Context: an optimization exercise on an open-source flow, tuned for small area, a short achievable clock period and few clock cycles per item. The choices shown serve that exercise and are no tape-out recipe.
Where RTL was checked, it was by simulation tests only, not by an equivalence proof against the original.
For runs 1 and 3, only the layout was checked, not whether the RTL still works.
No activity file was given, so power comes from the tool's default toggle rates.

### flow/config.mk
export PLATFORM = sky130hd
export DESIGN_NAME = rc_stick_conditioner
export DESIGN_NICKNAME = rc_stick_conditioner
export VERILOG_FILES = /design/flow/design.v
export SDC_FILE = /design/flow/constraint.sdc
export NUM_CORES = 4
export LEC_CHECK = 0
export ABC_AREA = 1
export CAP_MARGIN = 20
export CORE_MARGIN = 2
export CORE_UTILIZATION = 50
export CTS_BUF_LIST = sky130_fd_sc_hd__clkbuf_4 sky130_fd_sc_hd__clkbuf_8
export PLACE_DENSITY = 0.65
export SLEW_MARGIN = 20
### flow/constraint.sdc
create_clock -name core_clock -period 10.0 [get_ports {i_clk}]
set_input_delay 2.0000 -clock core_clock [delete_from_list [all_inputs] [get_ports {i_clk}]]
set_output_delay 2.0000 -clock core_clock [all_outputs]
set_load 0.01 [all_outputs]
### flow/design.v
`timescale 1ns / 1ps
`default_nettype none
package rcsc_pkg;
    localparam int NUM_CH = 7;
    localparam int CH_THR = 0;
    localparam int CH_YAW = 1;
    localparam int CH_PIT = 2;
    localparam int CH_ROL = 3;
    localparam int CH_AX1 = 4;
    localparam int CH_AX2 = 5;
    localparam int CH_AX3 = 6;
    localparam int ADC_W  = 12;
    localparam int CHAN_W = 11;
    localparam int TRIM_W = 10;
    localparam int RAW_W  = 12;
    localparam int SQ_W   = 24;
    localparam logic [CHAN_W-1:0] CH_MIN = 11'd1000;
    localparam logic [CHAN_W-1:0] CH_MAX = 11'd2000;
    localparam logic [CHAN_W-1:0] CENTER = 11'd1500;
    localparam logic [CHAN_W-1:0] AUX_LO = 11'd1495;
    localparam logic [CHAN_W-1:0] AUX_HI = 11'd1505;
    localparam logic [SQ_W-1:0]   DEAD_SQ = 24'd625;
    typedef logic [ADC_W-1:0]  t_adc;
    typedef logic [CHAN_W-1:0] t_chan;
    typedef logic [RAW_W-1:0]  t_raw;
    typedef logic signed [TRIM_W-1:0] t_trim;
    typedef enum logic [2:0] {
        CFG_STICK_MODE   = 3'd0,
        CFG_OFS_THROTTLE = 3'd1,
        CFG_OFS_YAW      = 3'd2,
        CFG_OFS_PITCH    = 3'd3,
        CFG_OFS_ROLL     = 3'd4,
        CFG_OFS_AUX_ONE  = 3'd5,
        CFG_OFS_AUX_TWO  = 3'd6,
        CFG_OFS_AUX_THREE = 3'd7
    } t_cfg_idx;
    typedef struct packed {
        t_adc adc_aux_two;
        t_adc adc_aux_one;
        t_adc adc_aux_three;
        t_adc adc_stick_up;
        t_adc adc_yaw;
        t_adc adc_roll;
        t_adc adc_stick_down;
    } t_in_item;
    typedef struct packed {
        t_chan filtered_throttle;
        t_chan filtered_yaw;
        t_chan filtered_pitch;
        t_chan filtered_roll;
        t_chan filtered_aux_one;
        t_chan filtered_aux_two;
        t_chan filtered_aux_three;
    } t_out_item;
    typedef struct packed {
        logic load;
        logic adv;
    } t_pipe_ctl;
endpackage
`default_nettype wire
`timescale 1ns / 1ps
`default_nettype none
module rcsc_chan (
    input  wire logic        i_clk,
    input  wire logic        i_load,    
    input  wire logic        i_adv,     
    input  wire logic        i_empty,   
    input  wire logic        i_full,    
    input  wire logic [9:0]  i_u,       
    output logic [10:0]      o_avg,     
    output logic             o_near,    
    output logic             o_aux      
);
    logic [9:0]  r_hist [5];
    logic [13:0] r_sum;
    logic [13:0] w_keep;
    logic [13:0] w_drop;
    logic [13:0] n_sum;
    assign w_keep = i_empty ? 14'd0 : r_sum;
    assign w_drop = i_full ? {4'b1111, ~r_hist[4]} : 14'd1000;
    assign n_sum  = w_keep + {4'b0000, i_u} + w_drop + {13'd0, i_full};
    always_ff @(posedge i_clk) begin
        if (i_load) begin
            r_sum     <= n_sum;
            r_hist[0] <= i_u;
            for (int i = 1; i < 5; i++) begin
                r_hist[i] <= r_hist[i-1];
            end
        end
    end
    logic [10:0] w_avg;
    always_comb begin
        logic [4:0] r;
        r = 5'b00001;
        w_avg = '0;
        for (int i = 13; i >= 0; i--) begin
            if (i <= 10) begin
                w_avg[i] = r[3] | r[4] | (r_sum[i] & r[2]);
            end
            r = r_sum[i] ? {r[4], r[1], r[3], r[0], r[2]}     
                         : {r[2], r[4], r[1], r[3], r[0]};    
        end
    end
    always_ff @(posedge i_clk) begin
        if (i_adv) begin
            o_avg  <= w_avg;
            o_near <= (r_sum >= 14'd7375) && (r_sum <= 14'd7629);
            o_aux  <= (r_sum >= 14'd7480) && (r_sum <= 14'd7524);
        end
    end
endmodule
`default_nettype wire
`timescale 1ns / 1ps
`default_nettype none
module rc_stick_conditioner (
    input  wire logic        i_clk,
    input  wire logic        i_rst_n,
    input  wire logic        i_in_valid,
    output logic             o_in_ready,
    input  wire logic [11:0] i_adc_stick_down,
    input  wire logic [11:0] i_adc_roll,
    input  wire logic [11:0] i_adc_yaw,
    input  wire logic [11:0] i_adc_stick_up,
    input  wire logic [11:0] i_adc_aux_three,
    input  wire logic [11:0] i_adc_aux_one,
    input  wire logic [11:0] i_adc_aux_two,
    output logic             o_out_valid,
    input  wire logic        i_out_ready,
    output logic [10:0]      o_filtered_throttle,
    output logic [10:0]      o_filtered_yaw,
    output logic [10:0]      o_filtered_pitch,
    output logic [10:0]      o_filtered_roll,
    output logic [10:0]      o_filtered_aux_one,
    output logic [10:0]      o_filtered_aux_two,
    output logic [10:0]      o_filtered_aux_three,
    input  wire logic        i_cfg_we,
    input  wire logic [2:0]  i_cfg_idx,
    input  wire logic [9:0]  i_cfg_data
);
    localparam int NCH = rcsc_pkg::NUM_CH;
    logic        r_stick_mode;
    logic [9:0]  r_t_thr, r_t_pit, r_t_yaw, r_t_ax1, r_t_ax2, r_t_ax3;
    logic [10:0] r_t23_thr, r_t23_pit, r_t23_rol;
    logic        r_vi;
    logic        r_vs;
    logic        r_va;
    logic        r_ov;
    logic [2:0]  r_cnt;
    logic [9:0]  r_u [NCH];
    rcsc_pkg::t_out_item r_out;
    logic w_rdy_o;
    logic w_adv_a;
    logic w_rdy_a;
    logic w_adv_s;
    logic w_rdy_s;
    logic w_adv_i;
    logic w_load;
    logic [9:0]  w_q [NCH];
    logic [10:0] w_k [NCH];
    logic [9:0]  w_u [NCH];
    logic [10:0] w_avg [NCH];
    logic        w_near [NCH];
    logic        w_aux [NCH];
    logic w_dead_ty;
    logic w_dead_pr;
    rcsc_pkg::t_out_item n_out;
    function automatic logic [9:0] limit(input logic [9:0] q, input logic [10:0] k);
        logic [11:0] x;
        x = {2'b00, q} - {k[10], k};
        if (x[11]) begin
            limit = 10'd0;
        end else if (x[10:0] > 11'd1000) begin
            limit = 10'd1000;
        end else begin
            limit = x[9:0];
        end
    endfunction
    function automatic logic [4:0] center_dist(input logic [5:0] x);
        logic [4:0] m;
        m = 5'd0;
        for (int v = 3; v <= 53; v++) begin
            if (x == 6'(v)) begin
                m = 5'(v > 28 ? v - 28 : 28 - v);
            end
        end
        center_dist = m;
    endfunction
    function automatic logic [4:0] circle_lim(input logic [5:0] x);
        logic [4:0] m;
        m = 5'd0;
        for (int v = 3; v <= 53; v++) begin
            if (x == 6'(v)) begin
                for (int l = 0; l <= 25; l++) begin
                    if ((v - 28) * (v - 28) + l * l <= 625) begin
                        m = 5'(l);
                    end
                end
            end
        end
        circle_lim = m;
    endfunction
    function automatic logic in_circle(input logic [10:0] a, input logic near_a,
                                       input logic [10:0] b, input logic near_b);
        in_circle = near_a && near_b && (center_dist(b[5:0]) <= circle_lim(a[5:0]));
    endfunction
    logic [10:0] w_cfg_t23;
    assign w_cfg_t23 = {i_cfg_data[9], i_cfg_data} + 11'd23;
    always_ff @(posedge i_clk) begin
        if (!i_rst_n) begin
            r_stick_mode <= 1'b0;
            r_t_thr   <= '0;
            r_t23_thr <= 11'd23;
            r_t_pit   <= '0;
            r_t23_pit <= 11'd23;
            r_t_yaw   <= '0;
            r_t23_rol <= 11'd23;
            r_t_ax1   <= '0;
            r_t_ax2   <= '0;
            r_t_ax3   <= '0;
        end else if (i_cfg_we) begin
            case (i_cfg_idx)
                rcsc_pkg::CFG_STICK_MODE:    r_stick_mode <= i_cfg_data[0];
                rcsc_pkg::CFG_OFS_THROTTLE: begin
                    r_t_thr   <= i_cfg_data;
                    r_t23_thr <= w_cfg_t23;
                end
                rcsc_pkg::CFG_OFS_YAW:       r_t_yaw <= i_cfg_data;
                rcsc_pkg::CFG_OFS_PITCH: begin
                    r_t_pit   <= i_cfg_data;
                    r_t23_pit <= w_cfg_t23;
                end
                rcsc_pkg::CFG_OFS_ROLL:      r_t23_rol <= w_cfg_t23;
                rcsc_pkg::CFG_OFS_AUX_ONE:   r_t_ax1 <= i_cfg_data;
                rcsc_pkg::CFG_OFS_AUX_TWO:   r_t_ax2 <= i_cfg_data;
                rcsc_pkg::CFG_OFS_AUX_THREE: r_t_ax3 <= i_cfg_data;
                default: ;
            endcase
        end
    end
    assign w_rdy_o    = !r_ov || i_out_ready;
    assign w_adv_a    = r_va && w_rdy_o;
    assign w_rdy_a    = !r_va || w_rdy_o;
    assign w_adv_s    = r_vs && w_rdy_a;
    assign w_rdy_s    = !r_vs || w_rdy_a;
    assign w_adv_i    = r_vi && w_rdy_s;
    assign o_in_ready = !r_vi || w_rdy_s;
    assign w_load     = i_in_valid && o_in_ready;
    always_ff @(posedge i_clk) begin
        if (!i_rst_n) begin
            r_vi  <= 1'b0;
            r_vs  <= 1'b0;
            r_va  <= 1'b0;
            r_ov  <= 1'b0;
            r_cnt <= 3'd0;
        end else begin
            if (w_load) begin
                r_vi <= 1'b1;
            end else if (w_adv_i) begin
                r_vi <= 1'b0;
            end
            if (w_adv_i) begin
                r_vs <= 1'b1;
            end else if (w_adv_s) begin
                r_vs <= 1'b0;
            end
            if (w_adv_s) begin
                r_va <= 1'b1;
            end else if (w_adv_a) begin
                r_va <= 1'b0;
            end
            if (w_adv_a) begin
                r_ov <= 1'b1;
            end else if (i_out_ready) begin
                r_ov <= 1'b0;
            end
            if (w_adv_i && r_cnt != 3'd5) begin
                r_cnt <= r_cnt + 3'd1;
            end
        end
    end
    assign w_q[rcsc_pkg::CH_THR] = r_stick_mode ? i_adc_stick_up[11:2] : ~i_adc_stick_down[11:2];
    assign w_k[rcsc_pkg::CH_THR] = r_stick_mode ? {r_t_thr[9], r_t_thr} : r_t23_thr;
    assign w_q[rcsc_pkg::CH_PIT] = r_stick_mode ? ~i_adc_stick_down[11:2] : i_adc_stick_up[11:2];
    assign w_k[rcsc_pkg::CH_PIT] = r_stick_mode ? r_t23_pit : {r_t_pit[9], r_t_pit};
    assign w_q[rcsc_pkg::CH_YAW] = i_adc_yaw[11:2];
    assign w_k[rcsc_pkg::CH_YAW] = {r_t_yaw[9], r_t_yaw};
    assign w_q[rcsc_pkg::CH_ROL] = ~i_adc_roll[11:2];
    assign w_k[rcsc_pkg::CH_ROL] = r_t23_rol;
    assign w_q[rcsc_pkg::CH_AX1] = i_adc_aux_one[11:2];
    assign w_k[rcsc_pkg::CH_AX1] = {r_t_ax1[9], r_t_ax1};
    assign w_q[rcsc_pkg::CH_AX2] = i_adc_aux_two[11:2];
    assign w_k[rcsc_pkg::CH_AX2] = {r_t_ax2[9], r_t_ax2};
    assign w_q[rcsc_pkg::CH_AX3] = i_adc_aux_three[11:2];
    assign w_k[rcsc_pkg::CH_AX3] = {r_t_ax3[9], r_t_ax3};
    for (genvar c = 0; c < NCH; c++) begin : g_chan
        assign w_u[c] = limit(w_q[c], w_k[c]);
        always_ff @(posedge i_clk) begin
            if (w_load) begin
                r_u[c] <= w_u[c];
            end
        end
        rcsc_chan u_chan (
            .i_clk   (i_clk),
            .i_load  (w_adv_i),
            .i_adv   (w_adv_s),
            .i_empty (r_cnt == 3'd0),
            .i_full  (r_cnt == 3'd5),
            .i_u     (r_u[c]),
            .o_avg   (w_avg[c]),
            .o_near  (w_near[c]),
            .o_aux   (w_aux[c])
        );
    end
    assign w_dead_ty = in_circle(w_avg[rcsc_pkg::CH_THR], w_near[rcsc_pkg::CH_THR],
                                 w_avg[rcsc_pkg::CH_YAW], w_near[rcsc_pkg::CH_YAW]);
    assign w_dead_pr = in_circle(w_avg[rcsc_pkg::CH_ROL], w_near[rcsc_pkg::CH_ROL],
                                 w_avg[rcsc_pkg::CH_PIT], w_near[rcsc_pkg::CH_PIT]);
    always_comb begin
        n_out.filtered_throttle  = w_dead_ty ? rcsc_pkg::CENTER : w_avg[rcsc_pkg::CH_THR];
        n_out.filtered_yaw       = w_dead_ty ? rcsc_pkg::CENTER : w_avg[rcsc_pkg::CH_YAW];
        n_out.filtered_pitch     = w_dead_pr ? rcsc_pkg::CENTER : w_avg[rcsc_pkg::CH_PIT];
        n_out.filtered_roll      = w_dead_pr ? rcsc_pkg::CENTER : w_avg[rcsc_pkg::CH_ROL];
        n_out.filtered_aux_one   = w_aux[rcsc_pkg::CH_AX1] ? rcsc_pkg::CENTER : w_avg[rcsc_pkg::CH_AX1];
        n_out.filtered_aux_two   = w_avg[rcsc_pkg::CH_AX2];
        n_out.filtered_aux_three = w_aux[rcsc_pkg::CH_AX3] ? rcsc_pkg::CENTER : w_avg[rcsc_pkg::CH_AX3];
    end
    always_ff @(posedge i_clk) begin
        if (w_adv_a) begin
            r_out <= n_out;
        end
    end
    assign o_out_valid          = r_ov;
    assign o_filtered_throttle  = r_out.filtered_throttle;
    assign o_filtered_yaw       = r_out.filtered_yaw;
    assign o_filtered_pitch     = r_out.filtered_pitch;
    assign o_filtered_roll      = r_out.filtered_roll;
    assign o_filtered_aux_one   = r_out.filtered_aux_one;
    assign o_filtered_aux_two   = r_out.filtered_aux_two;
    assign o_filtered_aux_three = r_out.filtered_aux_three;
endmodule
`default_nettype wire
### flow/flow/run.sh
#!/bin/bash
# The standard layout (standard.sh), with timing repair aimed at a 4.5 ns
# period (setup slack margin 5.5 ns at the fixed 10 ns clock) and plain
# buf_1 port buffers. Each tool's output goes to its own log here.
set -euo pipefail
bash standard.sh SETUP_SLACK_MARGIN=5.5 "BUFFER_PORTS_ARGS=-buffer_cell sky130_fd_sc_hd__buf_1" finish > standard_flow.log 2>&1
### flow/standard.sh
#!/bin/bash
# synth_recipe.tcl (not shown) runs the flow's synth.tcl, then flattens the netlist and writes it again
# the make line also repeats each setting of config.mk as NAME=value (left out here)
make -C /OpenROAD-flow-scripts/flow DESIGN_CONFIG=/design/flow/config.mk WORK_HOME=/design/flow/orfs CLKGATE_MAP_FILE= SYNTH_SCRIPT=/design/flow/synth_recipe.tcl "${@:-finish}"
==> out/results.txt, run 1 <==
Relative slew margins -> 33.2%
Setup violations, final -> 0
top cells by area, synth -> edfxtp_1 48%, nand3_1 7.1%, nand2_1 6.1%
detailed-route DRC error count -> 0
final hold viol count -> 0
port bufs -> 166
most common cell after layout, fill and taps aside -> nand2_1
outcome -> complete, no violations
Core Rows -> 107
ys flop type -> edfxtp_1
post-layout minimum cycle time -> 4.81 ns
FF/Latch Area -> 22400 um2
vias -> 31073
setup TNS -> 0 ns
Setup crit start kind -> input port
yosys warns -> 14
H-tree levels -> 4
Post-Layout Cell Count -> 6017
worst setup margin -> 5.19 ns
Post-Syn Area -> 42800 um2
fraction of registers with async set/reset -> 0%
max_cap viols -> 0
worst-margin pin slew -> 1.00 ns
number of vias per cell -> 5.16
Critical Path Fanout Max -> 42
Clock Skew -> 0.0386 ns
first-pass GRT wire length -> 145000 um
# clock sinks -> 779
FF+latch count, synth -> 779
Max VDD drop -> 0.138 mV
Required @ worst endpoint -> 10.52 ns
clock slew at reported path FFs -> 0.06 ns
Top Ports -> 181
Synth Net Count -> 4895
Num CTS Buffers -> 135
Die Area -> 87900 um2
Core Area -> 85000 um2
routability cong. -> 0.888
WS Path Type -> in -> reg
Fmax -> 0.208 GHz
drt pass-1 iters -> 6
drt initial violations -> 2112
gr usage total -> 20.7%
nets -> 5153
initial cell density of the core -> 50.3%
syn_area_per_cell -> 9.49 um2
commonest non-fill, non-tap cells in the layout -> 693 x nand2_1, 678 x edfxtp_1, 656 x inv_1
crit share post-route -> 48.1%
post-synthesis sequential area ratio -> 52.3%
Worst Setup End Kind -> register
leading area contributor after synthesis -> edfxtp_1
Hold Crit Class -> reg -> reg
Worst-Skew Late Latency -> 0.78 ns
gr ovfl total -> 0
Post-Syn Instances -> 4509
die width -> 296 um
Leak -> 20.4 nW
EDFF count, synth -> 678
# fillers -> 7505
Wirelength per Cell -> 15.3 um
Layout area overhead -> 11.7%
PwrDens -> 200 nW/um2
Post-Route WL -> 92300 um
Cells after DPL -> 5743
crit path DAT -> 5.32 ns
cts hold-fix bufs -> 0
share of the synthesized area in the top cell type -> 47.6%
DP Wirelength -> 66100 um
Distinct cells, synth -> 53
multi-input logic area -> 17500 um2
Root Driver -> clkbuf_8
CTS Buffer Depth -> 3
RSZ-0062 raised after global routing -> true
CTS tree -> done
share of cells above drive strength 1 -> 7.41%
largest net degree at the start of global routing -> 150
vias in the first global route -> 28772
Antenna Nets Post-Route -> 0
initial antenna violation count -> 5
pre-CTS setup slack -> 4.96 ns
Max Slew Vio Count -> 0
Die H -> 296 um
==> where the power goes <==
group | switching (mW) | total (mW) | internal, mW
Clock | 1.27 | 2.90 | 1.64
Combinational | 1.64 | 2.55 | 0.909
Sequential | 0.206 | 4.13 | 3.92
Total | 3.11 | 9.58 | 6.46
==> synth_stat cells, types with 9 or more instances <==
| library cell | number |
|---|---|
| nand3_1 | 611 |
| a21oi_1 | 279 |
| xor2_1 | 120 |
| nor4_1 | 16 |
| xnor2_1 | 40 |
| edfxtp_1 | 678 |
| nand4_1 | 33 |
| nand2_1 | 696 |
| o211ai_1 | 11 |
| ha_1 | 200 |
| nand2_2 | 12 |
| nand3b_1 | 10 |
| a211oi_1 | 10 |
| or2_2 | 36 |
| o2111ai_1 | 10 |
| clkbuf_1 | 70 |
| inv_1 | 665 |
| mux2i_1 | 9 |
| fa_1 | 84 |
| and2_1 | 11 |
| buf_2 | 16 |
| o21ai_1 | 9 |
| o21ai_0 | 220 |
| nor3_1 | 29 |
| dfxtp_1 | 101 |
| buf_1 | 9 |
| o21bai_1 | 31 |
| nor2_1 | 392 |
==> area by class of cell <==
type	instances	share of cell area [%]
Clock buffer	182	4.77
Antenna cell	2	0.0105
Multi-Input combinational cell	2954	36.7
Tap cell	1144	3.00
Clock inverter	59	0.911
Sequential cell	779	46.8
Timing Repair Buffer	216	2.39
Inverter	681	5.39
==> kinds of logic (layout without fill, tap and decap cells) <==
group           after synthesis  count (layout)  share of synthesized area [%]
mux                           9               9                          0.211
flops                       779             779                           52.3
other cells                   0               2                              0
xor+xnor                    163             163                           3.39
simple gates               1855            1856                           19.0
fa+ha+maj                   284             284                           9.78
buf+inv                     777            1138                           6.87
compound gates              642             642                           8.43
==> stage by stage <==
stage / utilization, % / area [um2] / hold WS (ns) / total power, mW
2_1_floorplan: - / 42800 / 0.400 / 6.14
6_report: 56.2 / 47800 / 0.394 / 9.58
5_1_grt: 56.2 / 47800 / 0.398 / 10.2
3_3_place_gp: 52.5 / 44600 / 0.400 / 6.65
3_5_place_dp: 52.5 / 44600 / 0.405 / 6.70
4_1_cts: 55.9 / 47600 / 0.393 / 9.65
==> layer usage <==
metal | global-route usage [%] | part of all wire, % | routed length (um)
met4 | 6.11 | 1.9 | 1760
met1 | 30.1 | 48 | 44600
met3 | 3.91 | 5.4 | 5030
met5 | 0 | 0.014 | 13
met2 | 31.7 | 44 | 41000
==> worst max-delay path: stages <==
cell and delay, ns:
buf_6 0.09, nor2_4 0.11, inv_2 0.05, nor2_2 0.10, inv_2 0.05, buf_4 0.13
buf_4 0.13, buf_4 0.12, buf_4 0.12, buf_4 0.12, buf_4 0.13, buf_4 0.13
buf_4 0.13, buf_4 0.12, buf_4 0.12, buf_4 0.12, buf_4 0.12, buf_4 0.12
buf_4 0.12, buf_4 0.12, buf_4 0.13, buf_4 0.12, buf_4 0.13, nand2_1 0.20
inv_8 0.16, clkbuf_16 0.27
==> sequential cells by signal, indices dropped and copies added, names as in the netlist, 11 cells and up <==
register,cells
r_out,77
g_chan.u_chan.r_sum,98
r_u,70
r_t23_thr,11
r_t23_pit,11
g_chan.u_chan.o_avg,77
r_t23_rol,11
g_chan.u_chan.r_hist,350
==> worst paths after layout <==
path                                 startpoint                            end  slack [ns]  depth (start not counted)
setup / recovery                    i_out_ready      g_chan[5].u_chan.o_avg[0]        5.19                         26
hold / removal    g_chan[6].u_chan.r_hist[3][7]  g_chan[6].u_chan.r_hist[4][7]        0.39                          0
setup reg to reg                       r_cnt[1]     g_chan[1].u_chan.r_sum[12]        5.81                         21
hold reg to reg   g_chan[6].u_chan.r_hist[3][7]  g_chan[6].u_chan.r_hist[4][7]        0.39                          0
==> timing repair <==
action                                 4_1_cts  5_1_grt
gates cloned                                 0        4
endpoints found under the hold margin        0        0
pin swaps                                    4        5
setup endpoints to repair                    8      100
gates resized for setup                     12       37
buffers inserted                            22        5
==> run 2, diff against run 1 <==
--- a/flow/design.v
+++ b/flow/design.v
@@ -143,4 +143,5 @@
     logic [10:0] r_t23_thr, r_t23_pit, r_t23_rol;
     logic        r_vi;
+    logic        r_vk;
     logic        r_vs;
     logic        r_va;
@@ -148,4 +149,5 @@
     logic [2:0]  r_cnt;
     logic [9:0]  r_u [NCH];
+    logic [9:0]  r_k [NCH];
     rcsc_pkg::t_out_item r_out;
     logic w_rdy_o;
@@ -156,4 +158,5 @@
     logic w_adv_i;
     logic w_load;
+    logic w_skid;
     logic [9:0]  w_q [NCH];
     logic [10:0] w_k [NCH];
@@ -243,10 +246,12 @@
     assign w_adv_s    = r_vs && w_rdy_a;
     assign w_rdy_s    = !r_vs || w_rdy_a;
-    assign w_adv_i    = r_vi && w_rdy_s;
-    assign o_in_ready = !r_vi || w_rdy_s;
-    assign w_load     = i_in_valid && o_in_ready;
+    assign w_adv_i    = (r_vk || r_vi) && w_rdy_s;      
+    assign o_in_ready = !r_vk;
+    assign w_load     = i_in_valid && !r_vk;
+    assign w_skid     = w_load && r_vi && !w_adv_i;     
     always_ff @(posedge i_clk) begin
         if (!i_rst_n) begin
             r_vi  <= 1'b0;
+            r_vk  <= 1'b0;
             r_vs  <= 1'b0;
             r_va  <= 1'b0;
@@ -256,7 +261,12 @@
             if (w_load) begin
                 r_vi <= 1'b1;
-            end else if (w_adv_i) begin
+            end else if (w_adv_i && !r_vk) begin
                 r_vi <= 1'b0;
             end
+            if (w_skid) begin
+                r_vk <= 1'b1;
+            end else if (w_adv_i) begin
+                r_vk <= 1'b0;
+            end
             if (w_adv_i) begin
                 r_vs <= 1'b1;
@@ -299,4 +309,7 @@
                 r_u[c] <= w_u[c];
             end
+            if (w_skid) begin
+                r_k[c] <= r_u[c];
+            end
         end
         rcsc_chan u_chan (
@@ -306,5 +319,5 @@
             .i_empty (r_cnt == 3'd0),
             .i_full  (r_cnt == 3'd5),
-            .i_u     (r_u[c]),
+            .i_u     (r_vk ? r_k[c] : r_u[c]),
             .o_avg   (w_avg[c]),
             .o_near  (w_near[c]),
==> flow/flow/run.sh (replaced) <==
#!/bin/bash
# The standard layout (standard.sh), with timing repair aimed at a 3.8 ns
# period (setup slack margin 6.2 ns at the fixed 10 ns clock) and plain
# buf_1 port buffers. Each tool's output goes to its own log here.
set -euo pipefail
bash standard.sh SETUP_SLACK_MARGIN=6.2 "BUFFER_PORTS_ARGS=-buffer_cell sky130_fd_sc_hd__buf_1" finish > standard_flow.log 2>&1
--- a/flow/config.mk
+++ b/flow/config.mk
@@ -9,6 +9,6 @@
 export CAP_MARGIN = 20
 export CORE_MARGIN = 2
-export CORE_UTILIZATION = 50
+export CORE_UTILIZATION = 55
 export CTS_BUF_LIST = sky130_fd_sc_hd__clkbuf_4 sky130_fd_sc_hd__clkbuf_8
-export PLACE_DENSITY = 0.65
+export PLACE_DENSITY = 0.7
 export SLEW_MARGIN = 20
==> run 2 against run 1 <==
  * Register-to-register slack gained 0.28 ns
  * Power grew 29%
  * Largest cell class unchanged
  * Still clean
  * Final area grew 13%
  * Final cell count grew 6.9%
  * Largest power group unchanged
  * Critical path type is now reg -> reg
  * First-iteration DRC count grew 7.6%
==> out/results.txt, run 2 <==
outcome -> complete, no violations
share of cells above drive strength 1 -> 17.5% (+10 points)
RSZ-0062 raised after global routing -> true
initial cell density of the core -> 55.3% (+5.0 points)
Post-Syn Instances -> 4845 (+7.5%)
worst-margin pin slew -> 1.06 ns (+0.0619 ns)
most common cell in the netlist -> edfxtp_1
Wirelength per Cell -> 16.3 um (+5.9%)
gr ovfl total -> 0 (unchanged)
Worst Setup End Kind -> register
Largest register FFs -> 350 (unchanged)
Synth Net Count -> 5231 (+6.9%)
Layout area overhead -> 14.6%
fraction of registers with async set/reset -> 0% (unchanged)
Post-Route WL -> 105000 um (+13%)
initial antenna violation count -> 2 (-3)
Post-Syn Area -> 47000 um2 (+9.8%)
metal2 WL -> 48000 um (+17%)
Adder-Cell Fraction of Synth Area -> 8.81% (-0.97 points)
detailed-route DRC error count -> 0 (unchanged)
Synth Area in Simple Gates -> 19.5% (+0.54 points)
EDFF count, synth -> 748 (+10%)
Hold Crit Class -> reg -> reg
Setup crit start kind -> register
Die H -> 296 um (about the same)
Worst-Skew Late Latency -> 0.80 ns (+0.02 ns)
Fmax -> 0.256 GHz (+23%)
share of the synthesized area in the top cell type -> 47.8% (+0.22 points)
Relative slew margins -> 29.0% (-4.2 points)
Num CTS Buffers -> 143 (+5.9%)
H-tree levels -> 4 (unchanged)
routability cong. -> 0.885 (-0.26%)
largest net degree at the start of global routing -> 102 (-32%)
max_cap viols -> 0 (unchanged)
drt pass-1 iters -> 6 (unchanged)
Max VDD drop -> 0.141 mV (+1.9%)
crit path DAT -> 4.46 ns (-0.86 ns)
Die Area -> 87800 um2 (-0.17%)
yosys warns -> 16 (+2)
# clock sinks -> 850 (+9.1%)
met1 WL -> 48200 um (+8.1%)
post-synthesis mux area share -> 0.170% (-0.040 points)
metal3 WL -> 5930 um (+18%)
drt initial violations -> 2273 (+7.6%)
clock slew at reported path FFs -> 0.06 ns (about the same)
number of vias per cell -> 5.34 (+3.5%)
first-pass GRT wire length -> 162000 um (+12%)
Post-Synth XOR/XNOR Area -> 3.07% (-0.32 points)
Max Used Layer -> met5
CTS tree -> done
Critical Path Fanout Max -> 8 (-81%)
most instantiated cells after synthesis -> 748 x edfxtp_1, 725 x inv_1, 659 x nand2_1
Setup violations, final -> 0 (unchanged)
crit share post-route -> 39.1% (-8.9 points)
Post-Place Cell Area -> 48800 um2 (+9.3%)
Top reg by flops -> g_chan.u_chan.r_hist
vias -> 34372 (+11%)
syn_area_per_cell -> 9.69 um2 (+2.2%)
WS Path Type -> reg -> reg
Synth Area in Compound Gates -> 8.99% (+0.55 points)
top cells by area, synth -> edfxtp_1 48%, nand3_1 6.0%, inv_1 5.8%
largest family of logic cells by synthesized area -> simple AND/OR/NAND/NOR gates
post-layout minimum cycle time -> 3.91 ns (-0.894 ns)
ys flop type -> edfxtp_1
most common cell after layout, fill and taps aside -> edfxtp_1
Leak -> 22.8 nW (+12%)
vias in the first global route -> 31915 (+11%)
nets -> 5566 (+8.0%)
Required @ worst endpoint -> 10.54 ns (+0.02 ns)
Max Slew Vio Count -> 0 (unchanged)
FF+latch count, synth -> 850 (+9.1%)
final hold viol count -> 0 (unchanged)
PwrDens -> 229 nW/um2 (+14%)
port bufs -> 166 (unchanged)
Core Area -> 84900 um2 (-0.16%)
Antenna Nets Post-Route -> 0 (unchanged)
commonest non-fill, non-tap cells in the layout -> 748 x edfxtp_1, 698 x inv_1, 627 x nand2_1
Distinct cells, synth -> 65 (+23%)
Top Ports -> 181 (unchanged)
leading area contributor after synthesis -> edfxtp_1
DP Wirelength -> 70100 um (+6.0%)
post-synthesis sequential area ratio -> 52.2% (-0.16 points)
fin area -> 53800 um2 (+13%)
setup TNS -> 0 ns (unchanged)
Core Rows -> 107 (unchanged)
gr usage total -> 23.4% (+2.6 points)
CTS Buffer Depth -> 3 (unchanged)
Largest regs -> g_chan.u_chan.r_hist (350), g_chan.u_chan.r_sum (98)
Root Driver -> clkbuf_8
Clock Skew -> 0.0359 ns (-0.00275 ns)
die width -> 296 um (about the same)
## run 2: logic make-up after synthesis
| family | count (synthesis) |
|---|---|
| AO/OA/AOI/OAI | 727 |
| XOR/XNOR | 161 |
| adder cells (fa/ha/maj) | 284 |
| buffers and inverters | 889 |
| flip-flops | 850 |
| multiplexers | 8 |
| AND/OR/NAND/NOR | 1926 |
## run 2: path summary, 6_finish.rpt
kind	from	endpoint	slack, ns	depth (start not counted)
setup / recovery	r_cnt[0]	g_chan[0].u_chan.r_sum[13]	6.09	24
hold / removal	g_chan[6].u_chan.r_hist[0][5]	g_chan[6].u_chan.r_hist[1][5]	0.39	0
setup reg to reg	r_cnt[0]	g_chan[0].u_chan.r_sum[13]	6.09	24
hold reg to reg	g_chan[6].u_chan.r_hist[0][5]	g_chan[6].u_chan.r_hist[1][5]	0.39	0
## run 2: layout make-up
type	instances	area, um2
fill	6824	31000
sequential	850	24500
multi-input combinational	3106	19900
inverter	774	2940
clock buffer	195	2420
timing repair buffer	304	2120
tap	1144	1430
clock inverter	57	490
timing repair inverter	1	6.26
antenna	1	2.50
## run 2: metal layers
| metal | global-route usage [%] | up-vias |
|---|---|---|
| met5 | 0 | - |
| met4 | 7.42 | 2 |
| met3 | 3.94 | 180 |
| met2 | 36.5 | 961 |
| met1 | 33.3 | 16071 |
| li1 | - | 17158 |
## run 2: power by group
group	internal [mW]	switching [mW]	total, mW
clock network	1.76	1.39	3.14
registers	4.46	0.326	4.79
logic	1.64	2.75	4.39
## run 2: critical path: stages (launching register included)
cell,delay [ns]
dfxtp_2,0.33
buf_4,0.12
ha_4,0.15
nand2_8,0.06
buf_12,0.15
buf_16,0.14
buf_4,0.16
or2_2,0.29
fa_1,0.53
inv_1,0.05
ha_1,0.27
nand2_1,0.06
nor2_2,0.12
a211oi_2,0.06
o21ai_1,0.21
nand3_1,0.16
nand2_2,0.12
nand3_2,0.07
nand2_2,0.07
nand3_1,0.08
nand2_2,0.10
a21oi_2,0.05
nor2_1,0.10
nor2_1,0.06
xor2_1,0.13
## run 2: repair_timing
item                                    in CTS  in global routing
endpoints found under the setup margin     532                432
resized for setup                           85                233
cloned                                       8                  4
hold buffers                                 0                  0
setup buffers                               36                 67
pin swaps                                   17                111
## run 2: stage by stage
| stage | std cells | setup slack, ns | util (%) | power (mW) | hold WS [ns] |
|---|---|---|---|---|---|
| final | 6432 | 6.09 | 63.4 | 12.3 | 0.390 |
| after global routing | 6432 | 5.92 | 63.4 | 13.2 | 0.404 |
| after CTS | 6360 | 6.20 | 61.8 | 12.1 | 0.384 |
| after detailed placement | 6064 | 4.87 | 57.5 | 8.75 | 0.405 |
| after global placement | 6064 | 4.88 | 57.5 | 8.66 | 0.400 |
| after floorplan | 4845 | 0.507 | - | 7.94 | 0.400 |
Testbench counts of run 2, summed over its fixed seeds: cycles 16,032, items 16,000.
==> run 3, diff against run 2 <==
--- a/flow/design.v
+++ b/flow/design.v
@@ -91,13 +91,21 @@
     logic [10:0] w_avg;
     always_comb begin
-        logic [4:0] r;
-        r = 5'b00001;
+        logic [2:0] r;
+        logic [3:0] t;
+        r = 3'd0;
         w_avg = '0;
         for (int i = 13; i >= 0; i--) begin
+            t = {r, r_sum[i]};
             if (i <= 10) begin
-                w_avg[i] = r[3] | r[4] | (r_sum[i] & r[2]);
+                w_avg[i] = (t >= 4'd5);
             end
-            r = r_sum[i] ? {r[4], r[1], r[3], r[0], r[2]}     
-                         : {r[2], r[4], r[1], r[3], r[0]};    
+            case (t)
+                4'd0, 4'd5: r = 3'd0;
+                4'd1, 4'd6: r = 3'd1;
+                4'd2, 4'd7: r = 3'd2;
+                4'd3, 4'd8: r = 3'd3;
+                4'd4, 4'd9: r = 3'd4;
+                default:    r = 3'bxxx;    
+            endcase
         end
     end
==> run 3 against run 2 <==
  * Count of clock-buffer cells in the layout down 5
  * Critical path depth down 5
  * Clock power down 2%
  * Clock skew up 0.0085 ns
  * Setup slack worse by 0.15 ns
  * Sequential power down 4.4%
  * Final area up 1.3%
  * Via count down 1.8%
  * Routed wire length down 0.31%
  * Die area down 2.7%
  * Largest cell class unchanged
  * Highest routed layer unchanged
==> out/results.txt, run 3 <==
post-synthesis sequential area ratio -> 53.7% (+1.5 points)
Largest regs -> g_chan.u_chan.r_hist (350), g_chan.u_chan.r_sum (98)
PwrDens -> 231 nW/um2 (+0.97%)
CTS tree -> done
Post-Route WL -> 104000 um (-0.31%)
Die Area -> 85400 um2 (-2.7%)
sequential share of power -> 36.3% (-2.6 points)
H-tree levels -> 4 (unchanged)
setup TNS -> 0 ns (unchanged)
gr ovfl total -> 0 (unchanged)
leading area contributor after synthesis -> edfxtp_1
Top reg by flops -> g_chan.u_chan.r_hist
gr usage total -> 23.0% (-0.36 points)
switch share -> 37.0% (+0.81 points)
Distinct cells, synth -> 61 (-6.2%)
detailed-route DRC error count -> 0 (unchanged)
Antenna Nets Post-Route -> 0 (unchanged)
fraction of registers with async set/reset -> 0% (unchanged)
Post-Syn Area -> 45700 um2 (-2.8%)
crit share post-route -> 40.6% (+1.5 points)
ys flop type -> edfxtp_1
most common cell in the netlist -> inv_1
first-pass GRT wire length -> 157000 um (-3.1%)
Logic pwr share -> 39.1% (+3.5 points)
yosys warns -> 16 (unchanged)
drt initial violations -> 2051 (-9.8%)
Post-Syn Instances -> 4772 (-1.5%)
Worst-Skew Late Latency -> 0.82 ns (+0.02 ns)
commonest non-fill, non-tap cells in the layout -> 785 x inv_1, 748 x edfxtp_1, 664 x nand2_1
top cells by area, synth -> edfxtp_1 49%, inv_1 6.9%, nand2_1 6.5%
most instantiated cells after synthesis -> 838 x inv_1, 787 x nand2_1, 748 x edfxtp_1
Setup violations, final -> 0 (unchanged)
Worst Setup End Kind -> register
outcome -> complete, no violations
Relative slew margins -> 28.0% (-1.1 points)
Hold Crit Class -> reg -> reg
Max VDD drop -> 0.126 mV (-11%)
syn_area_per_cell -> 9.57 um2 (-1.3%)
NetSw -> 4.66 mW (+4.5%)
port bufs -> 166 (unchanged)
Layout area overhead -> 19.4%
FF+latch count, synth -> 850 (unchanged)
largest net degree at the start of global routing -> 168 (+65%)
Fmax -> 0.246 GHz (-3.7%)
Core Rows -> 105 (-1.9%)
Num CTS Buffers -> 142 (-0.70%)
Clk pwr share -> 24.5% (-1.0 points)
share of the synthesized area in the top cell type -> 49.2% (+1.4 points)
max_cap viols -> 0 (unchanged)
final hold viol count -> 0 (unchanged)
Worst Hold Slack -> 0.395 ns (+0.00508 ns)
share of cells above drive strength 1 -> 22.1% (+4.6 points)
Critical Path Fanout Max -> 2 (-6)
WS Path Type -> in -> reg
post-layout minimum cycle time -> 4.06 ns (+0.152 ns)
# clock sinks -> 850 (unchanged)
Setup crit start kind -> input port
routability cong. -> 0.903 (+2.0%)
worst-margin pin slew -> 1.08 ns (+0.0173 ns)
Leak -> 23.5 nW (+3.0%)
Wirelength per Cell -> 16.2 um (-0.29%)
RSZ-0062 raised after global routing -> true
initial cell density of the core -> 55.6% (+0.28 points)
CTS Buffer Depth -> 3 (unchanged)
EDFF count, synth -> 748 (unchanged)
drt pass-1 iters -> 5 (-1)
vias in the first global route -> 31707 (-0.65%)
crit path DAT -> 4.73 ns (+0.27 ns)
DP Wirelength -> 65900 um (-6.0%)
vias -> 33745 (-1.8%)
Required @ worst endpoint -> 10.67 ns (+0.13 ns)
most common cell after layout, fill and taps aside -> inv_1
Core Area -> 82100 um2 (-3.3%)
Largest register FFs -> 350 (unchanged)
clock slew at reported path FFs -> 0.06 ns (about the same)
Die H -> 292 um (-1.4%)
die width -> 292 um (-1.4%)
initial antenna violation count -> 3 (+1)
Root Driver -> clkbuf_8
Clock Skew -> 0.0444 ns (+0.00850 ns)
Top Ports -> 181 (unchanged)
Max Slew Vio Count -> 0 (unchanged)
nets -> 5633 (+1.2%)
number of vias per cell -> 5.25 (-1.8%)
Synth Net Count -> 5158 (-1.4%)
P_int -> 7.94 mW (+0.97%)
==> run 3: cell count changes after synthesis, moves of 29 or more <==
cell and delta:
nand3_1 -372, nand2_1 +128, inv_1 +113, nor2_1 +97, nand3_2 -79, o21ai_0 +75
buf_2 -29
==> run 3: cell families (layout without fill, tap and decap cells) <==
group / after synthesis / count (layout) / synth area share [%]
fa+ha+maj: 284 / 284 / 9.06
compound gates: 810 / 810 / 9.92
mux: 7 / 7 / 0.153
flops: 850 / 850 / 53.7
simple gates: 1714 / 1717 / 16.3
other cells: 0 / 1 / 0
xor+xnor: 163 / 163 / 3.13
buf+inv: 944 / 1529 / 7.77
==> run 3: final cells by class <==
cell class	instances	area, um2
inverters	871	3330
multi-input cells	2981	19600
repair buffers	400	2890
well taps	1070	1340
flip-flops and latches	850	24500
fillers	6185	27600
diodes	1	2.50
clock inverters	67	500
clock buffers	190	2360
repair inverters	1	7.51
==> run 3: worst paths after layout <==
kind | to | slack [ns] | startpoint | cells after the start
max reg2reg | g_chan[4].u_chan.r_sum[13] | 5.99 | r_cnt[1] | 25
min reg2reg | g_chan[1].u_chan.r_hist[4][1] | 0.39 | g_chan[1].u_chan.r_hist[3][1] | 0
max | r_u[2][6] | 5.94 | i_adc_stick_up[3] | 19
min | g_chan[1].u_chan.r_hist[4][1] | 0.39 | g_chan[1].u_chan.r_hist[3][1] | 0
==> run 3: what timing repair did <==
action | in CTS | in global routing
setup endpoints to repair | 473 | 316
hold buffers | 0 | 0
hold endpoints to repair | 0 | 0
buffers inserted | 69 | 132
cloned | 10 | 5
pin swaps | 71 | 265
resized for setup | 182 | 492
==> run 3: worst max-delay path, stage by stage <==
cell,delay [ns]
buf_1,0.10
nand2_1,0.11
o21ai_4,0.15
ha_4,0.24
nand2_2,0.06
nor2_2,0.04
a211oi_2,0.24
o21ai_2,0.11
a21oi_2,0.15
o21ai_2,0.08
a21o_1,0.18
a21oi_2,0.18
xor2_1,0.10
or4_1,0.55
nand2_2,0.12
buf_4,0.12
buf_6,0.09
o21ai_2,0.06
inv_1,0.06
==> run 3: stage by stage <==
stage	total power [mW]	instance area, um2	setup WS (ns)	utilization [%]	cells
6_report	12.6	54500	5.94	66.4	6431
5_1_grt	13.5	54500	5.80	66.4	6431
4_1_cts	12.0	51900	6.02	63.2	6293
3_5_place_dp	8.66	47600	4.55	57.9	5957
3_3_place_gp	8.54	47600	4.63	57.9	5957
2_1_floorplan	7.82	45700	0.311	-	4772
==> run 3: power by group through the flow <==
| stage | Clock (mW) | Sequential, mW | Combinational, mW |
|---|---|---|---|
| 6_report | 3.09 | 4.58 | 4.93 |
| 5_1_grt | 3.32 | 4.61 | 5.55 |
| 4_1_cts | 3.17 | 4.57 | 4.24 |
| 3_5_place_dp | 0 | 4.65 | 4.01 |
| 3_3_place_gp | 0 | 4.63 | 3.91 |
| 2_1_floorplan | 0 | 4.60 | 3.22 |
==> run 3: layer usage <==
layer  GRT usage, %  vias up  part of all wire, %
li1               -    16826                    -
met2           38.4      776                   48
met4           8.85        2                  3.6
met1           30.1    15891                   43
met5              0        -               0.0029
met3           3.84      250                  4.7
==> run 4, diff against run 3 <==
--- a/flow/design.v
+++ b/flow/design.v
@@ -91,21 +91,13 @@
     logic [10:0] w_avg;
     always_comb begin
-        logic [2:0] r;
-        logic [3:0] t;
-        r = 3'd0;
+        logic [4:0] r;
+        r = 5'b00001;
         w_avg = '0;
         for (int i = 13; i >= 0; i--) begin
-            t = {r, r_sum[i]};
             if (i <= 10) begin
-                w_avg[i] = (t >= 4'd5);
+                w_avg[i] = r[3] | r[4] | (r_sum[i] & r[2]);
             end
-            case (t)
-                4'd0, 4'd5: r = 3'd0;
-                4'd1, 4'd6: r = 3'd1;
-                4'd2, 4'd7: r = 3'd2;
-                4'd3, 4'd8: r = 3'd3;
-                4'd4, 4'd9: r = 3'd4;
-                default:    r = 3'bxxx;    
-            endcase
+            r = r_sum[i] ? {r[4], r[1], r[3], r[0], r[2]}     
+                         : {r[2], r[4], r[1], r[3], r[0]};    
         end
     end
==> flow/flow/run.sh (replaced) <==
#!/bin/bash
# The standard layout (standard.sh), with timing repair aimed at a 4.0 ns
# period (setup slack margin 6.0 ns at the fixed 10 ns clock) and plain
# buf_1 port buffers. Each tool's output goes to its own log here.
set -euo pipefail
bash standard.sh SETUP_SLACK_MARGIN=6.0 "BUFFER_PORTS_ARGS=-buffer_cell sky130_fd_sc_hd__buf_1" finish > standard_flow.log 2>&1
--- a/flow/config.mk
+++ b/flow/config.mk
@@ -9,6 +9,8 @@
 export CAP_MARGIN = 20
 export CORE_MARGIN = 2
-export CORE_UTILIZATION = 55
+export CORE_UTILIZATION = 50
 export CTS_BUF_LIST = sky130_fd_sc_hd__clkbuf_4 sky130_fd_sc_hd__clkbuf_8
-export PLACE_DENSITY = 0.7
+export CTS_CLUSTER_DIAMETER = 50
+export CTS_CLUSTER_SIZE = 14
+export PLACE_DENSITY = 0.65
 export SLEW_MARGIN = 20
==> run 4 against run 3 <==
  * Still clean on timing, DRC and antenna
  * Core utilization decreased by 10 points
  * Die area increased by 13%
  * Clock power shrank 12%
  * Register-to-register slack better by 0.15 ns
  * Worst hold slack got worse by 0.012 ns
  * Global-route usage decreased by 2.1 points
  * Sequential share of layout area is 2.0 points higher
  * Area after synthesis up 2.9%
  * Critical path type unchanged
  * Critical endpoint is now r_u[2][3]
==> out/results.txt, run 4 <==
number of vias per cell -> 5.20 (-0.88%)
routability cong. -> 0.862 (-4.6%)
Max Slew Vio Count -> 0 (unchanged)
Core Rows -> 112 (+6.7%)
gr usage total -> 20.9% (-2.1 points)
Largest regs -> g_chan.u_chan.r_hist (350), g_chan.u_chan.r_sum (98)
leading area contributor after synthesis -> edfxtp_1
most instantiated cells after synthesis -> 748 x edfxtp_1, 725 x inv_1, 659 x nand2_1
setup TNS -> 0 ns (unchanged)
Top Ports -> 181 (unchanged)
RSZ-0062 raised after global routing -> true
Required @ worst endpoint -> 10.51 ns (-0.16 ns)
Worst Hold Slack -> 0.383 ns (-0.0124 ns)
critical path's most frequent cell -> nand2_1
PwrDens -> 223 nW/um2 (-3.6%)
initial antenna violation count -> 3 (unchanged)
initial cell density of the core -> 50.4% (-5.2 points)
Hold Crit Class -> reg -> reg
CTS Buffer Depth -> 3 (unchanged)
EDFF count, synth -> 748 (unchanged)
Distinct cells, synth -> 65 (+6.6%)
nets -> 5442 (-3.4%)
Setup crit start kind -> input port
commonest non-fill, non-tap cells in the layout -> 748 x edfxtp_1, 717 x inv_1, 647 x nand2_1
Critical Path Fanout Max -> 4 (+2)
NetSw -> 4.34 mW (-6.8%)
most common cell after layout, fill and taps aside -> edfxtp_1
share of cells above drive strength 1 -> 13.3% (-8.8 points)
Antenna Nets Post-Route -> 0 (unchanged)
largest net degree at the start of global routing -> 191 (+14%)
top cells by area, synth -> edfxtp_1 48%, nand3_1 6.0%, inv_1 5.8%
drt initial violations -> 2470 (+20%)
syn_area_per_cell -> 9.69 um2 (+1.3%)
FF/Latch Area -> 24500 um2 (about the same)
critical-path cell list -> buf_8 > o21ai_4 > ha_2 > inv_2 > fa_2 > nand3_2 > nand3_2 > a21oi_2 > o21bai_2 > nand2_1 > nand2_1 > a21oi_2 > or2_1 > nand2_1 > a21oi_2 > xor2_2 > buf_6 > nand3b_1 > nand2_1 > inv_1
switch share -> 37.4% (+0.38 points)
max_cap viols -> 0 (unchanged)
Wirelength per Cell -> 15.9 um (-2.2%)
Worst-Skew Late Latency -> 0.77 ns (-0.05 ns)
worst-margin pin slew -> 1.07 ns (-0.00919 ns)
crit share post-route -> 39.4% (-1.3 points)
yosys warns -> 16 (unchanged)
drt pass-1 iters -> 6 (+1)
Post-Syn Instances -> 4845 (+1.5%)
H-tree levels -> 3 (-1)
Logic pwr share -> 35.5% (-3.6 points)
FF+latch count, synth -> 850 (unchanged)
clock slew at reported path FFs -> 0.09 ns (+0.03 ns)
Max VDD drop -> 0.113 mV (-11%)
post-synthesis sequential area ratio -> 52.2% (-1.5 points)
share of the synthesized area in the top cell type -> 47.8% (-1.4 points)
CTS tree -> done
Top reg by flops -> g_chan.u_chan.r_hist
Die Area -> 96400 um2 (+13%)
WS Path Type -> in -> reg
Root Driver -> clkbuf_8
Die H -> 310 um (+6.3%)
Worst Setup End Kind -> register
Largest stage delay, worst path -> 0.36 ns (-0.19 ns)
CP max-delay cell -> fa_2
P_int -> 7.28 mW (-8.3%)
final hold viol count -> 0 (unchanged)
port bufs -> 166 (unchanged)
Clock Skew -> 0.0478 ns (+0.00344 ns)
first-pass GRT wire length -> 160000 um (+1.7%)
vias in the first global route -> 30743 (-3.0%)
most common cell in the netlist -> edfxtp_1
Post-Syn Area -> 47000 um2 (+2.9%)
fraction of registers with async set/reset -> 0% (unchanged)
DP Wirelength -> 70900 um (+7.6%)
Largest register FFs -> 350 (unchanged)
vias -> 33250 (-1.5%)
multi-input logic area -> 19500 um2 (-0.51%)
Layout area overhead -> 11.1%
Core Area -> 93200 um2 (+13%)
crit path DAT -> 4.44 ns (-0.29 ns)
detailed-route DRC error count -> 0 (unchanged)
Clk pwr share -> 23.4% (-1.1 points)
Leak -> 21.9 nW (-6.4%)
Relative slew margins -> 28.3% (+0.35 points)
post-layout minimum cycle time -> 3.94 ns (-0.127 ns)
Fmax -> 0.254 GHz (+3.2%)
outcome -> complete, no violations
Num CTS Buffers -> 98 (-31%)
Post-Route WL -> 101000 um (-2.8%)
# clock sinks -> 850 (unchanged)
Synth Net Count -> 5231 (+1.4%)
# fillers -> 8092 (+31%)
die width -> 310 um (+6.3%)
Setup violations, final -> 0 (unchanged)
gr ovfl total -> 0 (unchanged)
sequential share of power -> 41.1% (+4.8 points)
ys flop type -> edfxtp_1
-- run 4: cell count changes in the layout (fill, tap and decap cells not counted), moves of 26 or more --
cell      change
nor2_1       -40
nor2_2       -61
inv_2        -37
a21oi_2      -46
o21ai_0      -33
inv_1        -68
nand2_2      -92
nand3_1     +398
clkbuf_8     -48
buf_4       -158
clkbuf_4     -26
a21oi_1      +39
nor2_4       -28
nand3_2      +55
-- run 4: kinds of logic after synthesis --
| kind of cell | count (synthesis) | synth area share (%) |
|---|---|---|
| fa+ha+maj | 284 | 8.81 |
| xor+xnor | 161 | 3.07 |
| buf+inv | 889 | 7.28 |
| compound gates | 727 | 8.99 |
| mux | 8 | 0.170 |
| flops | 850 | 52.2 |
| simple gates | 1926 | 19.5 |
-- run 4: worst max-delay path, delay by kind of cell --
| kind | cells | cell delay, ns |
|---|---|---|
| and+or+nand+nor | 8 | 0.68 |
| buffers and inverters | 4 | 0.32 |
| xor gates and xnor gates | 1 | 0.18 |
| AOI/OAI and AO/OA | 5 | 0.73 |
| adders and majority gates | 2 | 0.55 |
-- run 4: repair_timing --
item                                    4_1_cts  5_1_grt
setup buffers                                 7       26
endpoints found under the setup margin      156      142
hold buffers                                  0        0
gates resized for setup                      50      110
pin swaps                                     4       27
cloned                                        6        2
-- run 4: final timing paths --
path | start | end | slack [ns] | cells past startpoint
setup / recovery | i_adc_stick_up[2] | r_u[2][3] | 6.06 | 20
hold / removal | g_chan[6].u_chan.r_hist[2][9] | g_chan[6].u_chan.r_hist[3][9] | 0.38 | 0
setup reg to reg | r_cnt[1] | g_chan[6].u_chan.r_sum[11] | 6.14 | 20
hold reg to reg | g_chan[6].u_chan.r_hist[2][9] | g_chan[6].u_chan.r_hist[3][9] | 0.38 | 0
-- run 4: metrics by stage --
step | worst slack (ns) | cell area [um2] | instances | utilization, % | total power [mW]
6_report | 6.06 | 52200 | 6393 | 56.0 | 11.6
5_1_grt | 5.89 | 52200 | 6393 | 56.0 | 12.5
4_1_cts | 5.96 | 51600 | 6363 | 55.3 | 11.6
3_5_place_dp | 4.96 | 48900 | 6169 | 52.5 | 8.78
3_3_place_gp | 5.06 | 48900 | 6169 | 52.5 | 8.71
2_1_floorplan | 0.507 | 47000 | 4845 | - | 7.94
-- run 4: final cells by class --
cell class / count / share of cell area [%]
Clock buffer: 116 / 2.88
Tap cell: 1254 / 3.01
Antenna cell: 2 / 0.00959
Sequential cell: 850 / 47.0
Multi-Input combinational cell: 3106 / 37.3
Clock inverter: 65 / 1.49
Inverter: 774 / 5.63
Timing Repair Buffer: 226 / 2.70
-- run 4: power by group through the flow --
| stage | Sequential (mW) | Clock (mW) | Combinational (mW) |
|---|---|---|---|
| 2_1_floorplan | 4.69 | 0 | 3.25 |
| 3_3_place_gp | 4.84 | 0 | 3.87 |
| 3_5_place_dp | 4.85 | 0 | 3.92 |
| 4_1_cts | 4.77 | 2.81 | 4.00 |
| 5_1_grt | 4.83 | 2.94 | 4.71 |
| 6_report | 4.78 | 2.72 | 4.12 |
-- run 4: routing by layer --
metal / vias to the layer above / global-route usage, % / wire (um)
met5: - / 0 / 13
met4: 2 / 6.16 / 2170
met3: 145 / 2.70 / 4850
met2: 782 / 32.1 / 44700
met1: 15415 / 31.0 / 49600
li1: 16906 / - / -
Testbench counts of run 4, summed over its fixed seeds: cycles 16,032, items 16,000.
==> run 5, diff against run 4 <==
--- a/flow/config.mk
+++ b/flow/config.mk
@@ -11,6 +11,4 @@
 export CORE_UTILIZATION = 50
 export CTS_BUF_LIST = sky130_fd_sc_hd__clkbuf_4 sky130_fd_sc_hd__clkbuf_8
-export CTS_CLUSTER_DIAMETER = 50
-export CTS_CLUSTER_SIZE = 14
 export PLACE_DENSITY = 0.65
 export SLEW_MARGIN = 20
==> run 5 against run 4 <==
  * Still clean
  * Combinational power about the same
  * Count of clock-buffer cells in the layout up 79
  * Routed wire length up 0.76%
  * Via count up 1.2%
  * Synthesized cell count unchanged
  * Power up 2.9%
  * Clock power up 13%
  * Largest cell class unchanged
==> out/results.txt, run 5 <==
CTS tree -> done
Pwr Total -> 12.0 mW (+2.9%)
drt pass-1 iters -> 5 (-1)
clock slew at reported path FFs -> 0.06 ns (-0.03 ns)
worst setup margin -> 6.16 ns (+0.0976 ns)
Top Ports -> 181 (unchanged)
RSZ-0062 raised after global routing -> true
Fmax -> 0.260 GHz (+2.5%)
cts hold-fix bufs -> 0 (unchanged)
outcome -> complete, no violations
detailed-route DRC error count -> 0 (unchanged)
Post-Syn Area -> 47000 um2 (unchanged)
critical path's most frequent cell -> nand2_2
Required @ worst endpoint -> 10.42 ns (-0.09 ns)
Post-Syn Instances -> 4845 (unchanged)
most common cell in the netlist -> edfxtp_1
Die Area -> 96400 um2 (unchanged)
# clock sinks -> 850 (unchanged)
Setup violations, final -> 0 (unchanged)
Clock Skew -> 0.0276 ns (-0.0202 ns)
largest net degree at the start of global routing -> 191 (unchanged)
Cells after DPL -> 6169 (unchanged)
commonest non-fill, non-tap cells in the layout -> 748 x edfxtp_1, 716 x inv_1, 649 x nand2_1
nets -> 5488 (+0.85%)
post-layout minimum cycle time -> 3.84 ns (-0.0976 ns)
drt initial violations -> 2410 (-2.4%)
setup TNS -> 0 ns (unchanged)
routability cong. -> 0.862 (unchanged)
# fillers -> 8098 (+0.074%)
FF/Latch Area -> 24500 um2 (unchanged)
Die H -> 310 um (unchanged)
die width -> 310 um (unchanged)
top cells by area, synth -> edfxtp_1 48%, nand3_1 6.0%, inv_1 5.8%
Max Slew Vio Count -> 0 (unchanged)
first-pass GRT wire length -> 161000 um (+1.0%)
crit share post-route -> 38.4% (-0.98 points)
fraction of registers with async set/reset -> 0% (unchanged)
Wirelength per Cell -> 15.8 um (-0.44%)
pre-CTS setup slack -> 4.96 ns (unchanged)
Leak -> 22.2 nW (+1.4%)
initial antenna violation count -> 3 (unchanged)
share of the synthesized area in the top cell type -> 47.8% (unchanged)
Post-Place Cell Area -> 48900 um2 (unchanged)
EDFF count, synth -> 748 (unchanged)
port bufs -> 166 (unchanged)
crit path DAT -> 4.26 ns (-0.18 ns)
final hold viol count -> 0 (unchanged)
multi-input logic area -> 19400 um2 (-0.44%)
Final Util -> 56.5% (+0.50 points)
Worst Hold Slack -> 0.400 ns (+0.0171 ns)
Largest register FFs -> 350 (unchanged)
FF+latch count, synth -> 850 (unchanged)
most instantiated cells after synthesis -> 748 x edfxtp_1, 725 x inv_1, 659 x nand2_1
H-tree levels -> 4 (+1)
Worst-Skew Late Latency -> 0.81 ns (+0.04 ns)
initial cell density of the core -> 50.4% (unchanged)
ys flop type -> edfxtp_1
number of vias per cell -> 5.20 (about the same)
Worst Setup End Kind -> register
worst-margin pin slew -> 1.11 ns (+0.0377 ns)
gr ovfl total -> 0 (unchanged)
Largest stage delay, worst path -> 0.65 ns (+0.29 ns)
Num CTS Buffers -> 146 (+49%)
Synth Net Count -> 5231 (unchanged)
critical-path cell list -> buf_1 > inv_12 > nand2_4 > nor2_4 > nand2_2 > nand2_2 > clkinvlp_4 > buf_12 > buf_6
leading area contributor after synthesis -> edfxtp_1
DP Wirelength -> 70900 um (unchanged)
Max VDD drop -> 0.147 mV (+31%)
CP max-delay cell -> buf_6
Setup crit start kind -> input port
post-synthesis sequential area ratio -> 52.2% (unchanged)
Core Area -> 93200 um2 (unchanged)
Root Driver -> clkbuf_8
Top reg by flops -> g_chan.u_chan.r_hist
Largest regs -> g_chan.u_chan.r_hist (350), g_chan.u_chan.r_sum (98)
vias in the first global route -> 31274 (+1.7%)
PwrDens -> 227 nW/um2 (+2.0%)
vias -> 33638 (+1.2%)
WS Path Type -> in -> reg
Layout area overhead -> 12.1%
max_cap viols -> 0 (unchanged)
CTS Buffer Depth -> 3 (unchanged)
Relative slew margins -> 25.8% (-2.5 points)
share of cells above drive strength 1 -> 13.9% (+0.59 points)
yosys warns -> 16 (unchanged)
Critical Path Fanout Max -> 190 (+186)
fin area -> 52700 um2 (+0.89%)
syn_area_per_cell -> 9.69 um2 (unchanged)
Distinct cells, synth -> 65 (unchanged)
Hold Crit Class -> reg -> reg
gr usage total -> 21.2% (+0.31 points)
Post-Route WL -> 102000 um (+0.76%)
most common cell after layout, fill and taps aside -> edfxtp_1
Post-Layout Cell Count -> 6470 (+1.2%)
Antenna Nets Post-Route -> 0 (unchanged)
Core Rows -> 112 (unchanged)
## run 5: cell families after synthesis
group,count (synthesis),synth area share [%]
compound gates,727,8.99
xor+xnor,161,3.07
fa+ha+maj,284,8.81
buf+inv,889,7.28
flops,850,52.2
mux,8,0.170
simple gates,1926,19.5
## run 5: worst paths after layout
check / startpoint / endpoint / slack (ns) / cells after the start
setup / recovery: i_out_ready / g_chan[1].u_chan.r_sum[7] / 6.16 / 9
hold / removal: g_chan[6].u_chan.r_hist[0][1] / g_chan[6].u_chan.r_hist[1][1] / 0.40 / 0
setup reg to reg: r_cnt[1] / g_chan[6].u_chan.r_sum[11] / 6.22 / 20
hold reg to reg: g_chan[6].u_chan.r_hist[0][1] / g_chan[6].u_chan.r_hist[1][1] / 0.40 / 0
## run 5: layout make-up
class                      instances  share of cell area [%]
antenna                            2                 0.00951
clock buffer                     195                    4.57
clock inverter                    65                   0.834
inverter                         774                    5.58
multi-input combinational       3106                    36.8
sequential                       850                    46.5
tap                             1254                    2.98
timing repair buffer             224                    2.64
## run 5: per-layer routing
layer / up-vias / track usage, % / share of wire, %
met2: 832 / 32.3 / 44
met5: - / 0 / 0.013
met3: 173 / 3.35 / 5.1
met4: 2 / 7.04 / 2.6
li1: 17009 / - / -
met1: 15622 / 30.9 / 48
## run 5: power breakdown
group	switching [mW]	internal, mW	total (mW)
clock	1.40	1.67	3.08
combinational	2.63	1.46	4.10
sequential	0.323	4.46	4.79
total	4.36	7.60	12.0
## run 5: worst max-delay path, delay by kind of cell
family,cells,cell delay [ns]
buffers and inverters,5,1.81
and+or+nand+nor,4,0.34
## run 5: timing repair
| action | 4_1_cts | 5_1_grt |
|---|---|---|
| setup buffers | 7 | 22 |
| gates cloned | 6 | 2 |
| endpoints found under the setup margin | 153 | 77 |
| pin swaps | 4 | 15 |
| gates resized for setup | 48 | 86 |
==> run 6, diff against run 5 <==
--- a/flow/config.mk
+++ b/flow/config.mk
@@ -9,6 +9,6 @@
 export CAP_MARGIN = 20
 export CORE_MARGIN = 2
-export CORE_UTILIZATION = 50
+export CORE_UTILIZATION = 45
 export CTS_BUF_LIST = sky130_fd_sc_hd__clkbuf_4 sky130_fd_sc_hd__clkbuf_8
-export PLACE_DENSITY = 0.65
+export PLACE_DENSITY = 0.6
 export SLEW_MARGIN = 20
==> run 6 against run 5 <==
  * Sequential cell count is the same
  * Clock power about the same
  * Largest cell class unchanged
  * Setup slack worse by 0.0014 ns
  * Die area increased by 11%
  * Combinational power shrank 1%
  * Power fell by 0.33%
  * Fmax about the same
  * Worst hold slack worse by 0.022 ns
==> out/results.txt, run 6 <==
Max VDD drop -> 0.109 mV (-26%)
post-synthesis sequential area ratio -> 52.2% (unchanged)
Max Slew Vio Count -> 0 (unchanged)
DP Wirelength -> 72000 um (+1.6%)
H-tree levels -> 4 (unchanged)
routability cong. -> 0.860 (-0.21%)
# fillers -> 9462 (+17%)
syn_area_per_cell -> 9.69 um2 (unchanged)
Num CTS Buffers -> 145 (-0.68%)
most common cell after layout, fill and taps aside -> edfxtp_1
Largest register FFs -> 350 (unchanged)
largest net degree at the start of global routing -> 81 (-58%)
final hold viol count -> 0 (unchanged)
Post-Layout Cell Count -> 6573 (+1.6%)
Hold Crit Class -> reg -> reg
Fmax -> 0.260 GHz (about the same)
FF+latch count, synth -> 850 (unchanged)
Largest regs -> g_chan.u_chan.r_hist (350), g_chan.u_chan.r_sum (98)
gr usage total -> 19.2% (-2.0 points)
Wirelength per Cell -> 15.7 um (-0.79%)
leading area contributor after synthesis -> edfxtp_1
Core Area -> 103000 um2 (+11%)
nets -> 5481 (-0.13%)
number of vias per cell -> 5.08 (-2.2%)
Antenna Nets Post-Route -> 0 (unchanged)
Layout area overhead -> 11.8%
fin area -> 52500 um2 (-0.24%)
post-synthesis mux area share -> 0.170% (unchanged)
Die Area -> 107000 um2 (+11%)
PwrDens -> 227 nW/um2 (about the same)
Critical Path Fanout Max -> 5 (-97%)
gr ovfl total -> 0 (unchanged)
share of cells above drive strength 1 -> 13.3% (-0.62 points)
crit path DAT -> 4.39 ns (+0.13 ns)
Worst-Skew Late Latency -> 0.81 ns (about the same)
detailed-route DRC error count -> 0 (unchanged)
drt initial violations -> 2601 (+7.9%)
most instantiated cells after synthesis -> 748 x edfxtp_1, 725 x inv_1, 659 x nand2_1
CTS Buffer Depth -> 3 (unchanged)
top cells by area, synth -> edfxtp_1 48%, nand3_1 6.0%, inv_1 5.8%
Final Util -> 50.8% (-5.7 points)
post-layout minimum cycle time -> 3.84 ns (+0.00143 ns)
Post-Syn Area -> 47000 um2 (unchanged)
initial cell density of the core -> 45.4% (-5.0 points)
FF/Latch Area -> 24500 um2 (about the same)
max_cap viols -> 0 (unchanged)
worst-margin pin slew -> 1.01 ns (-0.0946 ns)
multi-input logic area -> 19300 um2 (-0.34%)
Required @ worst endpoint -> 10.55 ns (+0.13 ns)
Adder-Cell Fraction of Synth Area -> 8.81% (unchanged)
Synth Net Count -> 5231 (unchanged)
Worst Setup End Kind -> register
vias in the first global route -> 31556 (+0.90%)
EDFF count, synth -> 748 (unchanged)
RSZ-0062 raised after global routing -> true
port bufs -> 166 (unchanged)
outcome -> complete, no violations
Worst Hold Slack -> 0.377 ns (-0.0225 ns)
worst setup margin -> 6.16 ns (-0.00143 ns)
Relative slew margins -> 32.4% (+6.6 points)
drt pass-1 iters -> 5 (unchanged)
WS Path Type -> in -> reg
Core Rows -> 118 (+5.4%)
Post-Place Cell Area -> 49000 um2 (+0.32%)
Post-Route WL -> 103000 um (+0.79%)
setup TNS -> 0 ns (unchanged)
# clock sinks -> 850 (unchanged)
Synth Area in Compound Gates -> 8.99% (unchanged)
clock slew at reported path FFs -> 0.06 ns (about the same)
crit share post-route -> 38.4% (about the same)
Root Driver -> clkbuf_8
fraction of registers with async set/reset -> 0% (unchanged)
commonest non-fill, non-tap cells in the layout -> 748 x edfxtp_1, 716 x inv_1, 652 x nand2_1
most common cell in the netlist -> edfxtp_1
share of the synthesized area in the top cell type -> 47.8% (unchanged)
vias -> 33422 (-0.64%)
Leak -> 22.1 nW (-0.60%)
ys flop type -> edfxtp_1
Synth Area in Simple Gates -> 19.5% (unchanged)
Setup crit start kind -> input port
Pwr Total -> 11.9 mW (-0.33%)
initial antenna violation count -> 2 (-1)
die width -> 327 um (+5.3%)
CTS tree -> done
Cells after DPL -> 6298 (+2.1%)
Distinct cells, synth -> 65 (unchanged)
Post-Syn Instances -> 4845 (unchanged)
Top Ports -> 181 (unchanged)
Clock Skew -> 0.0485 ns (+0.0209 ns)
first-pass GRT wire length -> 164000 um (+1.9%)
pre-CTS setup slack -> 4.88 ns (-0.0819 ns)
Die H -> 327 um (+5.3%)
Post-Synth XOR/XNOR Area -> 3.07% (unchanged)
largest family of logic cells by synthesized area -> simple AND/OR/NAND/NOR gates
yosys warns -> 16 (unchanged)
Setup violations, final -> 0 (unchanged)
Top reg by flops -> g_chan.u_chan.r_hist
==> run 6: repair_timing <==
action,in CTS,in global routing
gates resized for setup,36,72
gates cloned,4,1
buffers inserted,12,13
pin swaps,1,12
hold buffers,0,0
setup endpoints to repair,147,121
==> run 6: worst paths after layout <==
| path | depth (start not counted) | from | slack [ns] | endpoint |
|---|---|---|---|---|
| setup / recovery | 16 | i_adc_yaw[2] | 6.16 | r_u[1][5] |
| hold / removal | 0 | g_chan[0].u_chan.r_hist[0][9] | 0.38 | g_chan[0].u_chan.r_hist[1][9] |
| setup reg to reg | 19 | r_vk | 6.19 | g_chan[1].u_chan.r_sum[13] |
| hold reg to reg | 0 | g_chan[0].u_chan.r_hist[0][9] | 0.38 | g_chan[0].u_chan.r_hist[1][9] |
==> run 6: critical path: stages <==
cell,delay [ns]
buf_1,0.16
inv_1,0.07
ha_1,0.23
fa_1,0.42
o21ai_1,0.23
a21oi_1,0.11
o21bai_2,0.17
a21oi_2,0.08
o21bai_2,0.15
nand2_1,0.06
nand2_1,0.06
a21oi_1,0.07
xor2_1,0.18
nand2_1,0.15
o21ai_0,0.18
inv_1,0.07
==> run 6: kinds of logic after synthesis <==
kind of cell | Yosys count
adders and majority gates | 284
buffers and inverters | 889
and+or+nand+nor | 1926
muxes | 8
AOI/OAI and AO/OA | 727
DFF | 850
xor gates and xnor gates | 161
==> run 6: metal layers <==
metal	global-route usage, %	vias up	wire [um]
met5	0	-	0
met4	6.40	0	2350
met3	3.04	170	4730
met2	29.0	742	44700
met1	28.1	15520	51100
li1	-	16990	-
==> run 6: cell type report <==
type | count | share of cell area, %
Sequential cell | 850 | 46.7
Antenna cell | 1 | 0.00476
Timing Repair Buffer | 217 | 2.31
Clock inverter | 52 | 0.834
Tap cell | 1380 | 3.29
Clock buffer | 192 | 4.51
Inverter | 774 | 5.61
Multi-Input combinational cell | 3107 | 36.8
==> run 6: where the power goes <==
group | internal [mW] | switching [mW] | total (mW)
clock | 1.69 | 1.39 | 3.08
combinational | 1.45 | 2.61 | 4.06
sequential | 4.46 | 0.318 | 4.78

Check on run 6: ideal ports give 6.158 ns setup slack; a clkbuf_16 on the clock port and buf_2 on the inputs give 6.189 ns; moving port delays by the midpoint clock arrival (0.846 ns) as well gives 5.343 ns.
